Context: an optimization exercise on an open-source flow, tuned for small area and few clock cycles. The choices shown serve that exercise and are no tape-out recipe.
In this exercise RTL edits were held to simulation tests only and were not proved equivalent to the original.

==> flow/config.mk <==
export PLATFORM = sky130hd
export DESIGN_NAME = rpn_stack_calculator_core
export DESIGN_NICKNAME = rpn_stack_calculator_core
export VERILOG_FILES = /design/flow/design.v
export SDC_FILE = /design/flow/constraint.sdc
export NUM_CORES = 4
export LEC_CHECK = 0
export CAP_MARGIN = 20
export CORE_MARGIN = 2
export CORE_UTILIZATION = 40
export SLEW_MARGIN = 20
==> flow/constraint.sdc <==
create_clock -name core_clock -period 8.5 [get_ports {clk_i}]
set_input_delay 1.7000 -clock core_clock [delete_from_list [all_inputs] [get_ports {clk_i}]]
set_output_delay 1.7000 -clock core_clock [all_outputs]
set_load 0.01 [all_outputs]
==> flow/design.v <==
package rpnc_pkg;
  localparam int unsigned DataW = 32;
  typedef enum logic [1:0] {
    OP_PUSH   = 2'd0,
    OP_ADD    = 2'd1,
    OP_MUL    = 2'd2,
    OP_FINISH = 2'd3
  } op_e;
  typedef enum logic [1:0] {
    ST_OK        = 2'd0,
    ST_UNDERFLOW = 2'd1,
    ST_OVERFLOW  = 2'd2
  } status_e;
  typedef struct packed {
    logic load;
    logic from_next;
  } cell_ctrl_t;
endpackage
module rpnc_cell
(
  input  logic             clk_i,
  input  rpnc_pkg::cell_ctrl_t       ctrl_i,
  input  logic [rpnc_pkg::DataW-1:0] prev_i,
  input  logic [rpnc_pkg::DataW-1:0] next_i,
  output logic [rpnc_pkg::DataW-1:0] q_o
);
  logic [rpnc_pkg::DataW-1:0] entry_q;
  logic [rpnc_pkg::DataW-1:0] entry_d;
  assign entry_d = ctrl_i.from_next ? next_i : prev_i;
  always_ff @(posedge clk_i) begin
    if (ctrl_i.load) begin
      entry_q <= entry_d;
    end
  end
  assign q_o = entry_q;
endmodule
module rpn_stack_calculator_core
#(
  parameter int unsigned STACK_DEPTH = 16
) (
  input  logic             clk_i,
  input  logic             rst_ni,
  input  logic             s_axis_tvalid_i,
  output logic             s_axis_tready_o,
  input  logic [rpnc_pkg::DataW-1:0] s_axis_tdata_i,    
  input  logic [1:0]       s_axis_tuser_i,    
  output logic             m_axis_tvalid_o,
  input  logic             m_axis_tready_i,
  output logic [rpnc_pkg::DataW-1:0] m_axis_tdata_o,    
  output logic [1:0]       m_axis_tuser_o,    
  output logic             m_axis_tlast_o     
);
  localparam int unsigned CntW = $clog2(STACK_DEPTH + 1);
  localparam logic [CntW-1:0] Full = CntW'(STACK_DEPTH);
  localparam logic [CntW-1:0] Two  = CntW'(2);
  logic in_fire;
  logic out_valid_q;
  assign s_axis_tready_o = !out_valid_q || m_axis_tready_i;
  assign in_fire         = s_axis_tvalid_i && s_axis_tready_o;
  rpnc_pkg::op_e op;
  assign op = rpnc_pkg::op_e'(s_axis_tuser_i);
  logic [CntW-1:0] count_q;
  logic [CntW-1:0] count_d;
  logic [rpnc_pkg::DataW-1:0] cell_w [STACK_DEPTH];
  logic [rpnc_pkg::DataW-1:0] top_a;
  logic [rpnc_pkg::DataW-1:0] top_b;
  logic [rpnc_pkg::DataW-1:0] sum_w;
  logic [rpnc_pkg::DataW-1:0] prod_w;
  assign top_a  = cell_w[0];
  assign top_b  = cell_w[1];
  assign sum_w  = top_a + top_b;
  assign prod_w = top_a * top_b;
  logic             op_ok;
  logic             shift_down;    
  logic             merge_top;     
  logic [rpnc_pkg::DataW-1:0] new_top;
  logic [rpnc_pkg::DataW-1:0] res_value;
  rpnc_pkg::status_e          res_status;
  logic             res_final;
  always_comb begin
    op_ok      = 1'b0;
    shift_down = 1'b0;
    merge_top  = 1'b0;
    new_top    = s_axis_tdata_i;
    res_value  = '0;
    res_status = rpnc_pkg::ST_OK;
    res_final  = 1'b0;
    count_d    = count_q;
    case (op)
      rpnc_pkg::OP_PUSH: begin
        if (count_q >= Full) begin
          res_status = rpnc_pkg::ST_OVERFLOW;
        end else begin
          op_ok      = 1'b1;
          shift_down = 1'b1;
          res_value  = s_axis_tdata_i;
          count_d    = count_q + CntW'(1);
        end
      end
      rpnc_pkg::OP_ADD, rpnc_pkg::OP_MUL: begin
        if (count_q < Two) begin
          res_status = rpnc_pkg::ST_UNDERFLOW;
        end else begin
          op_ok     = 1'b1;
          merge_top = 1'b1;
          new_top   = (op == rpnc_pkg::OP_ADD) ? sum_w : prod_w;
          res_value = new_top;
          count_d   = count_q - CntW'(1);
        end
      end
      rpnc_pkg::OP_FINISH: begin
        res_final = 1'b1;
        if (count_q == '0) begin
          res_status = rpnc_pkg::ST_UNDERFLOW;
        end else begin
          op_ok     = 1'b1;
          res_value = top_a;
          count_d   = count_q - CntW'(1);
        end
      end
      default: begin
        res_status = rpnc_pkg::ST_UNDERFLOW;
      end
    endcase
  end
  rpnc_pkg::cell_ctrl_t top_ctrl;
  rpnc_pkg::cell_ctrl_t rest_ctrl;
  assign top_ctrl.load       = in_fire && op_ok;
  assign top_ctrl.from_next  = !(shift_down || merge_top);
  assign rest_ctrl.load      = in_fire && op_ok;
  assign rest_ctrl.from_next = !shift_down;
  for (genvar i = 0; i < STACK_DEPTH; i++) begin : g_cell
    logic [rpnc_pkg::DataW-1:0] prev_w;
    logic [rpnc_pkg::DataW-1:0] next_w;
    rpnc_pkg::cell_ctrl_t       ctrl_w;
    if (i == 0) begin : g_top
      assign prev_w = new_top;
      assign ctrl_w = top_ctrl;
    end else begin : g_inner
      assign prev_w = cell_w[i-1];
      assign ctrl_w = rest_ctrl;
    end
    if (i == STACK_DEPTH - 1) begin : g_bottom
      assign next_w = '0;
    end else begin : g_link
      assign next_w = cell_w[i+1];
    end
    rpnc_cell u_cell (
      .clk_i  (clk_i),
      .ctrl_i (ctrl_w),
      .prev_i (prev_w),
      .next_i (next_w),
      .q_o    (cell_w[i])
    );
  end
  always_ff @(posedge clk_i or negedge rst_ni) begin
    if (!rst_ni) begin
      count_q     <= '0;
      out_valid_q <= 1'b0;
    end else begin
      if (in_fire) begin
        count_q <= count_d;
      end
      if (s_axis_tready_o) begin
        out_valid_q <= in_fire;
      end
    end
  end
  logic [rpnc_pkg::DataW-1:0] out_value_q;
  logic [1:0]       out_status_q;
  logic             out_final_q;
  always_ff @(posedge clk_i) begin
    if (in_fire) begin
      out_value_q  <= res_value;
      out_status_q <= res_status;
      out_final_q  <= res_final;
    end
  end
  assign m_axis_tvalid_o = out_valid_q;
  assign m_axis_tdata_o  = out_value_q;
  assign m_axis_tuser_o  = out_status_q;
  assign m_axis_tlast_o  = out_final_q;
endmodule
==> flow/run.sh <==
#!/bin/bash
# synth_recipe.tcl (not shown) runs the flow's synth.tcl, then flattens the netlist and writes it again
# the make line also repeats each setting of config.mk as NAME=value (left out here)
make -C /OpenROAD-flow-scripts/flow DESIGN_CONFIG=/design/flow/config.mk WORK_HOME=/design/flow/orfs CLKGATE_MAP_FILE= SYNTH_SCRIPT=/design/flow/synth_recipe.tcl finish
==> impl_results.md <==
- Status: timing/DRC/antenna clean
- H-tree depth: 3
- First-pass GRT wire length: around 180000 µm
- Ys async rst share: 0.01085
- Drt wl/cell: 19.70 µm
- Core area: 0.1022 mm²
- FF-to-FF End: out_value_q[31]$_DFFE_PP_
- Crit path DAT: 8.64 ns
- Synth top area share: 0.3975
- R2r startpoint: g_cell[1].u_cell.entry_q[12]$_DFFE_PP_
- YS warnings: 3
- Routed Antenna Nets: 0
- RSZ-0062 raised after global routing: no
- Max Slew Vio Count: 0
- EDFF count, synth: roughly 550
- Max cap viols: 0
- Routed Wire Length: roughly 110000 µm
- Least-Margin Pin Slew: a little over 1 ns
- Initial detailed-routing violation count: 2922
- Crit path from: g_cell[1].u_cell.entry_q[12]$_DFFE_PP_
- Clock latency (worst-skew pair): 0.67 ns
- Hold crit path type: flip-flop to flip-flop
- Library cells used by synthesis: 77
- Clk slew on worst S/H paths: 0.06 ns
- Die Y: 325.4 µm
- I/O Buffers: 74
- Clk buf depth: 3
- Vias per cell: 5.167
- Syn avg cell area: 9.652 µm²
- Netlist Area Pre-Place: 0.04132 mm²
- Count leader, synth: nand2_1
- Die area: 0.1059 mm²
- GRT Util Overall: 0.2136
- Tcrit/Tclk final: 0.9718
- Yosys reg bits: 553
- Final non-filler cell area: 0.04593 mm²
- CTS Sinks: about 550
- Grt ovf: 0
- Post-CTS Setup Inserts: 0
- Element type at the critical path end: flip-flop
- Vias in the first global route: ~30000
- Minimum clock period: 8.260 ns
- Gpl congestion: about 0.96
- Post-CTS Hold Buffers: 0
- Initial antenna violation count: 3
- Std cell rows: 117
- Hold Crit Depth: 2
- Final setup fails: 0
- Placed Area: roughly 0.044 mm²
- Layout cells sized above 1: 0.05234
- Largest net degree at the start of global routing: 177
- Root Buffer: clkbuf_16
- Drt first pass iters: 6
- Worst reg-to-reg setup slack: 0.24 ns
- Hold Vio Cnt, Final: 0
- Initial core utilization: 0.4044
- Syn Nets: a little under 5000
- Hold path startpoint: g_cell[6].u_cell.entry_q[20]$_DFFE_PP_
- Area Growth Syn to Fin: 11.15%
- Synth cell count leaders: 1658 x nand2_1, 547 x edfxtp_1, 410 x fa_1
- CTS Buf Count: 66
- DP Wirelength: 78990 µm
- Top cells by area, synth: edfxtp_1 40%, fa_1 20%, nand2_1 15%, ha_1 4.9%, and2_1 4.6%
- Hold endpoint: g_cell[7].u_cell.entry_q[20]$_DFFE_PP_
- Synth Flop Type: edfxtp_1
- Relative slew slack: 0.3073
- Die X: 325.4 µm
- Post-synthesis cell count: ~4300
- Worst-path fanout max: 17
- DRC Markers: 0
- CTS tree: built
- Final nets: 4895
- Clk_skew: 0.06197 ns
- CP startpoint kind: flip-flop
- Required @ worst endpoint: 8.88 ns
- Type of the worst setup path: flip-flop to flip-flop
- IO Pins: between 70 and 80
- Fmax: 121.1 MHz
- Sequential-to-total area share from yosys stat: 0.4012
- # resized after CTS: 0
- R2R depth: 21
- Area leader, netlist: edfxtp_1
- DR vias: 29490
## sequential cells by signal (all words and copies together) (netlist names)
signal / cells
count_q: 5
g_cell.u_cell.entry_q: 512
out_final_q: 1
out_status_q: 2
out_valid_q: 1
out_value_q: 32
## layer usage
| metal | share of wire | GRT usage | vias up |
|---|---|---|---|
| met1 | 0.45 | 0.3078 | 14650 |
| met5 | 0.00028 | 0 | - |
| met2 | 0.44 | 0.3251 | 1013 |
| li1 | - | - | 13570 |
| met4 | 0.035 | 0.07183 | 4 |
| met3 | 0.072 | 0.03830 | 245 |
## stage by stage
step	instances	setup TNS (ns)	setup WS, ns	hold slack [ns]	utilization
after global placement	5586	0	0.5025	0.4952	0.4280
after global routing	5705	0	0.1175	0.5380	0.4494
after CTS	5705	0	0.3731	0.5243	0.4494
after floorplan	4281	-3274.83	-6.396	0.4907	-
after detailed placement	5586	0	0.4014	0.5056	0.4280
final	5707	0	0.2401	0.5174	0.4495
## kinds of logic (layout without fill, tap and decap cells)
kind of cell	count (synthesis)	count (layout)	synth area share
AOI/OAI and AO/OA	279	279	0.04739
xor gates and xnor gates	118	118	0.02501
adders and majority gates	571	571	0.2474
buffers and inverters	625	681	0.05820
DFF	553	553	0.4012
muxes	14	14	0.003573
other	0	2	0
and+or+nand+nor	2121	2121	0.2172
## worst max-delay path by stage
stage,to,slack [ns],cells after the start
floorplan,g_cell[0].u_cell.entry_q[0]$_DFFE_PP_,-6.40,6
global placement,out_value_q[31]$_DFFE_PP_,0.50,21
detailed placement,out_value_q[31]$_DFFE_PP_,0.40,21
CTS,out_value_q[31]$_DFFE_PP_,0.37,21
global route,out_value_q[31]$_DFFE_PP_,0.12,21
finish,out_value_q[31]$_DFFE_PP_,0.24,21
## worst max-delay path, cell delays in order, from the launching register on
cell,delay (ns)
edfxtp_1,0.90
ha_1,0.45
fa_1,0.46
inv_1,0.08
fa_1,0.45
fa_1,0.57
fa_1,0.44
fa_1,0.55
inv_1,0.05
fa_1,0.44
fa_1,0.52
fa_1,0.43
ha_1,0.37
and3_1,0.23
and3_1,0.23
nand3_1,0.10
a211oi_1,0.33
nor3_2,0.15
o21ai_0,0.60
a31oi_1,0.20
xnor2_1,0.29
o221ai_1,0.14
## area by class of cell
type	count	area, µm²
antenna	2	5.005
tap	1368	1712
clock buffer	83	1737
timing repair buffer	164	1541
clock inverter	36	447.9
multi-input combinational	3103	22390
inverter	398	1514
sequential	553	16580
fill	9973	56250
## placed cells by master, fill, tap and decap left out, types with 6 or more instances in the layout
cell             instances
a31oi_1                 14
a211oi_1                12
nand3_1                  6
and3_1                  53
fa_1                   410
buf_4                   80
inv_1                  394
o21ai_0                 42
bufinv_16                8
a22oi_1                  6
ha_1                   158
edfxtp_1               547
buf_12                  10
clkbuf_16               67
and2_1                 305
clkbuf_1                16
o21ai_1                  6
dfrtp_1                  6
clkinv_1                16
a221o_1                  6
xnor2_1                 92
o211ai_1                17
nand2_1               1657
a21o_1                  30
clkdlybuf4s50_1         74
xor2_1                  26
o21bai_1                 8
nor2_1                  54
a21oi_1                 72
mux2i_1                 11
nor3_1                  10
o21a_1                  12
Testbench counts, summed over its fixed seeds: cycles 24,008.

re-timing with driven ports:
In the flow no input, the clock included, has a driving cell. The finished layout below was timed again as built, in two steps.
Step 1 assumes that a clkbuf_16 drives the clock port and a buf_2 every other input.
Step 2 adds t to the input delays and takes it off the output delays; t is the mean of the earliest and latest rising clock arrival at the registers after step 1. Input paths then give back, and output paths get back, about the clock's delay inside the block.
Three values: ideal, step 1, step 2; two values: the first two.
t, ns: 0.699
setup slack, ns: 0.240 / 0.240 / 0.240
worst register clock-pin slew, ns: 0.07 / 0.07
After both steps this run still meets setup and hold. The setup slack of this run moves by 0.000 ns with the drivers and by 0.000 ns with both steps.
